Background: an optimization exercise with open tools, aiming at small area, a short achievable clock period and few clock cycles per item. Do not read the settings as production practice. In this exercise RTL edits were held to simulation tests only and were not proved equivalent to the original.

==> flow/design.v (excerpt) <==
module epoch_seconds_to_date (
    input  logic        i_clk,
    input  logic        i_rst_n,
    input  logic        start,
    output logic        busy,
    input  logic [31:0] i_epoch_seconds,
    output logic        o_done,
    output logic [11:0] o_year,
    output logic [3:0]  o_month,
    output logic [4:0]  o_day,
    output logic [4:0]  o_hour,
    output logic [5:0]  o_minute,
    output logic [5:0]  o_second
);
export LEC_CHECK = 0
export CAP_MARGIN = 20
export CORE_MARGIN = 2
export CORE_UTILIZATION = 40
export SLEW_MARGIN = 20
export SYNTH_HIERARCHICAL = 1
create_clock -name core_clock -period 20.0 [get_ports {i_clk}]
standard.sh (not shown) runs the stock make flow with config.mk's settings and CLKGATE_MAP_FILE= SYNTH_SCRIPT=/design/flow/synth_recipe.tcl, a recipe that flattens the netlist after the stock synthesis.
==> flow/flow/run.sh <==
#!/bin/bash
# Standard layout, with the ports buffered by buf_2 cells and timing repair
# aiming for a larger setup slack.
set -e
cp standard.sh standard.sh.log
export BUFFER_PORTS_ARGS="-buffer_cell sky130_fd_sc_hd__buf_2"
export SETUP_SLACK_MARGIN=9.3
bash standard.sh > standard_run.log 2>&1
Testbench counts at the start, summed over its fixed seeds: cycles 3,208, items 3,200.
Rerun with:
==> flow/run.sh (new file) <==
#!/bin/bash
# synth_recipe.tcl (not shown) runs the flow's synth.tcl, then flattens the netlist and writes it again
# the make line also repeats each setting of config.mk as NAME=value (left out here)
make -C /OpenROAD-flow-scripts/flow DESIGN_CONFIG=/design/flow/config.mk WORK_HOME=/design/flow/orfs CLKGATE_MAP_FILE= SYNTH_SCRIPT=/design/flow/synth_recipe.tcl finish
removed: flow/flow/run.sh
removed: flow/standard.sh
Effect: Clock-buffer cell count does not change. Global-route usage rises by 0.29 points. Wire length shrinks by 0.59%. Setup slack loses 1.2 ns.

epoch_seconds_to_date, a different RTL version from the one above (not shown whole).
Size in the first run: about 880 cells after synthesis, about 75 I/O pins, about 8400 µm² of cells after synthesis.
export LEC_CHECK = 0
export CAP_MARGIN = 20
export CORE_MARGIN = 2
export CORE_UTILIZATION = 40
export SLEW_MARGIN = 20
export SYNTH_HIERARCHICAL = 1
create_clock -name core_clock -period 20.0 [get_ports {i_clk}]
==> flow/flow/run.sh <==
#!/bin/bash
# Standard layout (bash standard.sh, its synthesis unchanged), with the ports
# buffered by buf_2 cells and timing repair aiming for a larger setup slack.
set -e
cp standard.sh standard.sh.log
export BUFFER_PORTS_ARGS="-buffer_cell sky130_fd_sc_hd__buf_2"
export SETUP_SLACK_MARGIN=10.7
bash standard.sh > standard_run.log 2>&1
Testbench counts at the start, summed over its fixed seeds: cycles 3,208, items 3,200.
Then changed:
--- a/flow/flow/run.sh
+++ b/flow/flow/run.sh
@@ -6,3 +6,3 @@
 export BUFFER_PORTS_ARGS="-buffer_cell sky130_fd_sc_hd__buf_2"
-export SETUP_SLACK_MARGIN=10.7
+export SETUP_SLACK_MARGIN=9.0
 bash standard.sh > standard_run.log 2>&1
=> First-iteration DRC count went down by 1.5%; area after synthesis is unchanged; final area goes down by 13%; worst setup slack degrades by 790 ps; via count goes down by 6.3%; global-route usage falls by 1.1 points; core utilization is lower by 6.3 points; final cell count goes down by 5.6%.
Then changed:
--- a/flow/flow/run.sh
+++ b/flow/flow/run.sh
@@ -6,3 +6,3 @@
 export BUFFER_PORTS_ARGS="-buffer_cell sky130_fd_sc_hd__buf_2"
-export SETUP_SLACK_MARGIN=9.0
+export SETUP_SLACK_MARGIN=9.3
 bash standard.sh > standard_run.log 2>&1
- CORE_UTILIZATION: 40 -> 65
- PLACE_DENSITY: default -> 0.8
What happened:
- worst hold slack improved by 9.2 ps
- final cell count falls by 8.4%
- clock-buffer cell count drops by 1
- wire length goes down by 0.44%
- sequential share of layout area stays flat
- synthesized cell count stays the same
Then changed:
==> flow/flow/run.sh (replaced) <==
#!/bin/bash
# Standard layout (bash standard.sh, its synthesis unchanged), with the ports
# buffered by buf_1 cells and timing repair aiming for a larger setup slack.
set -e
cp standard.sh standard.sh.log
export BUFFER_PORTS_ARGS="-buffer_cell sky130_fd_sc_hd__buf_1"
export SETUP_SLACK_MARGIN=10.0
bash standard.sh > standard_run.log 2>&1
- CORE_UTILIZATION: 65 -> 40
- PLACE_DENSITY: 0.8 -> default
Routed wire length rose by 7.2%.
Final area rose by 7.7%.
Setup slack improves by 510 ps.
Die area rose by 60%.
Cell count rose by 13%.
Synthesized area does not change.
Synthesized cell count does not change.

epoch_seconds_to_date, a different RTL version from the one above (not shown whole).
Size: ~0.0084 mm2 of cells after synthesis.
clock: 20.0 ns
lec_check: 0
cap_margin: 20
core_margin: 2
core_utilization: 40
slew_margin: 20
synth_hierarchical: 1
==> flow/flow/run.sh <==
#!/bin/bash
# Standard layout (bash standard.sh, its synthesis unchanged), with the ports
# buffered by buf_2 cells and timing repair aiming for a larger setup slack.
set -e
cp standard.sh standard.sh.log
export BUFFER_PORTS_ARGS="-buffer_cell sky130_fd_sc_hd__buf_2"
export SETUP_SLACK_MARGIN=10.9
bash standard.sh > standard_run.log 2>&1
Testbench counts at the start, summed over its fixed seeds: cycles 3,208, items 3,200.
Change:
--- a/flow/flow/run.sh
+++ b/flow/flow/run.sh
@@ -6,3 +6,3 @@
 export BUFFER_PORTS_ARGS="-buffer_cell sky130_fd_sc_hd__buf_2"
-export SETUP_SLACK_MARGIN=10.9
+export SETUP_SLACK_MARGIN=10.1
 bash standard.sh > standard_run.log 2>&1
- CTS_BUF_LIST: not set -> sky130_fd_sc_hd__clkbuf_8
After rerunning: Critical path depth does not change; synthesized area is unchanged.
Change:
--- a/flow/flow/run.sh
+++ b/flow/flow/run.sh
@@ -6,3 +6,3 @@
 export BUFFER_PORTS_ARGS="-buffer_cell sky130_fd_sc_hd__buf_2"
-export SETUP_SLACK_MARGIN=10.1
+export SETUP_SLACK_MARGIN=10.5
 bash standard.sh > standard_run.log 2>&1
- CTS_BUF_LIST: sky130_fd_sc_hd__clkbuf_8 -> not set
Result: Worst setup slack gains 270 ps; via count grows by 0.62%; fmax is higher by 2.9%; die area is unchanged; hold slack is better by 12 ps; final cell count rises by 0.83%; synthesized area stays the same.
Change:
--- a/flow/flow/run.sh
+++ b/flow/flow/run.sh
@@ -6,3 +6,3 @@
 export BUFFER_PORTS_ARGS="-buffer_cell sky130_fd_sc_hd__buf_2"
-export SETUP_SLACK_MARGIN=10.5
+export SETUP_SLACK_MARGIN=9.6
 bash standard.sh > standard_run.log 2>&1
Routed wire length fell by 2.4%.
Non-clock buffer count fell by 13.
Setup slack gets worse by 570 ps.
Flip-flop and latch count stays the same.

## lane 3
RTL: one of the versions met above, not the one the previous note started from.
Size in the first run: roughly 950 cells after synthesis, roughly 46 flip-flops, roughly 0.0091 mm^2 of cells after synthesis.
clock: 20.0 ns
lec_check: 0
cap_margin: 20
core_margin: 2
core_utilization: 40
slew_margin: 20
synth_hierarchical: 1
==> flow/flow/run.sh <==
#!/bin/bash
# Standard layout, with the ports buffered by buf_2 cells and timing repair
# aiming for a larger setup slack.
set -e
cp standard.sh standard.sh.log
export BUFFER_PORTS_ARGS="-buffer_cell sky130_fd_sc_hd__buf_2"
export SETUP_SLACK_MARGIN=10.0
bash standard.sh > standard_run.log 2>&1
Testbench counts of lane 3, summed over its fixed seeds: cycles 3,208, items 3,200.
Modified inputs, lane 2 compared to lane 3
==> flow/flow/run.sh <==
#!/bin/bash
# Standard layout, with the ports buffered by buf_2 cells instead of the
# cell buffer_ports picks by default.
set -e
cp standard.sh standard.sh.log
export BUFFER_PORTS_ARGS="-buffer_cell sky130_fd_sc_hd__buf_2"
bash standard.sh > standard_run.log 2>&1
==> comparison <==
Lane 3 -> lane 2: deepest level of the CTS H-tree delta 0, exact match. Lane 2 | stages: all done | timing, DRC, antenna: all pass. Looking only at per-cell via count in the routed design, and setting everything else aside, the higher value of lane 3 and lane 2 goes to lane 3.

## v6
epoch_seconds_to_date with an RTL version that a note above also has.
Size in the first run: ~880 cells after synthesis, about 37 flip-flops, ~0.0084 mm² of cells after synthesis.
clock: 20.0 ns
lec_check: 0
cap_margin: 20
core_margin: 2
core_utilization: 40
slew_margin: 20
synth_hierarchical: 1
==> flow/flow/run.sh <==
#!/bin/bash
# Standard layout (bash standard.sh, its synthesis unchanged), with the ports
# buffered by buf_2 cells and timing repair aiming for a larger setup slack.
set -e
cp standard.sh standard.sh.log
export BUFFER_PORTS_ARGS="-buffer_cell sky130_fd_sc_hd__buf_2"
export SETUP_SLACK_MARGIN=10.0
bash standard.sh > standard_run.log 2>&1
Testbench counts of v6, summed over its fixed seeds: cycles 3,208, items 3,200.
The following lists how v7 was set up differently from v6:
--- a/flow/flow/run.sh
+++ b/flow/flow/run.sh
@@ -7 +7 @@
-export SETUP_SLACK_MARGIN=10.0
+export SETUP_SLACK_MARGIN=9.3
--- outcome ---
In terms of global routing usage on met1, v7 and v6 differ only marginally. Relative to v6, the largest fanout of any net on the critical path of v7 is higher by 6. Diff v6 -> v7: wire length now sits lower; via count saw a decrease; relative area change from synthesis to final layout now smaller; actual slew at the worst max-slew pin rose by 0.028 ns. Relative to v6, the fraction of area in multi-input gates of v7 is higher by 1.3 points. Compared to v6, v7 shows a narrower setup margin.

==> what the ideal ports hide <==
How much do the figures lean on ideal ports? The routed layouts below were timed once more, with nothing changed but the port constraints. Step 1 assumes that a clkbuf_16 drives the clock port and a buf_2 every other input. Step 2, shift: input delay + t, output delay - t, t = (earliest + latest rising clock arrival at the registers) / 2. This alone moves slack from input paths to output paths. Slacks: ideal ports / drivers / drivers and shift; pairs: ideal ports / drivers.
run | t (ns) | setup WS [ns] | slew at the worst register clock pin (ns)
the first run of note 1 | 0.332 | 9.603 / 9.620 / 9.288 | 0.07 / 0.07
the second run of note 1 | 0.329 | 8.375 / 8.390 / 8.061 | 0.07 / 0.07
the first run of note 2 | 0.321 | 10.403 / 10.379 / 10.081 | 0.06 / 0.06
the second run of note 2 | 0.322 | 9.616 / 9.578 / 9.431 | 0.07 / 0.07
the third run of note 2 | 0.318 | 9.631 / 9.648 / 9.331 | 0.06 / 0.06
the fourth run of note 2 | 0.326 | 10.142 / 10.137 / 9.823 | 0.07 / 0.07
the first run of note 3 | 0.310 | 10.862 / 10.826 / 10.660 | 0.05 / 0.05
the second run of note 3 | 0.318 | 10.490 / 10.459 / 10.218 | 0.07 / 0.07
the third run of note 3 | 0.312 | 10.760 / 10.732 / 10.463 | 0.05 / 0.05
the fourth run of note 3 | 0.312 | 10.189 / 10.154 / 10.012 | 0.05 / 0.05
lane 3 | 0.322 | 9.988 / 9.983 / 9.661 | 0.07 / 0.07
lane 2 | 0.332 | 8.822 / 8.843 / 8.511 | 0.07 / 0.07
v6 | 0.321 | 10.213 / 10.206 / 9.885 | 0.06 / 0.06
v7 | 0.322 | 9.756 / 9.718 / 9.558 | 0.07 / 0.07
After both steps setup and hold are still met in every run listed. For v6, which loses most, drivers alone change the setup slack by -0.007 ns; drivers and shift together by -0.328 ns.
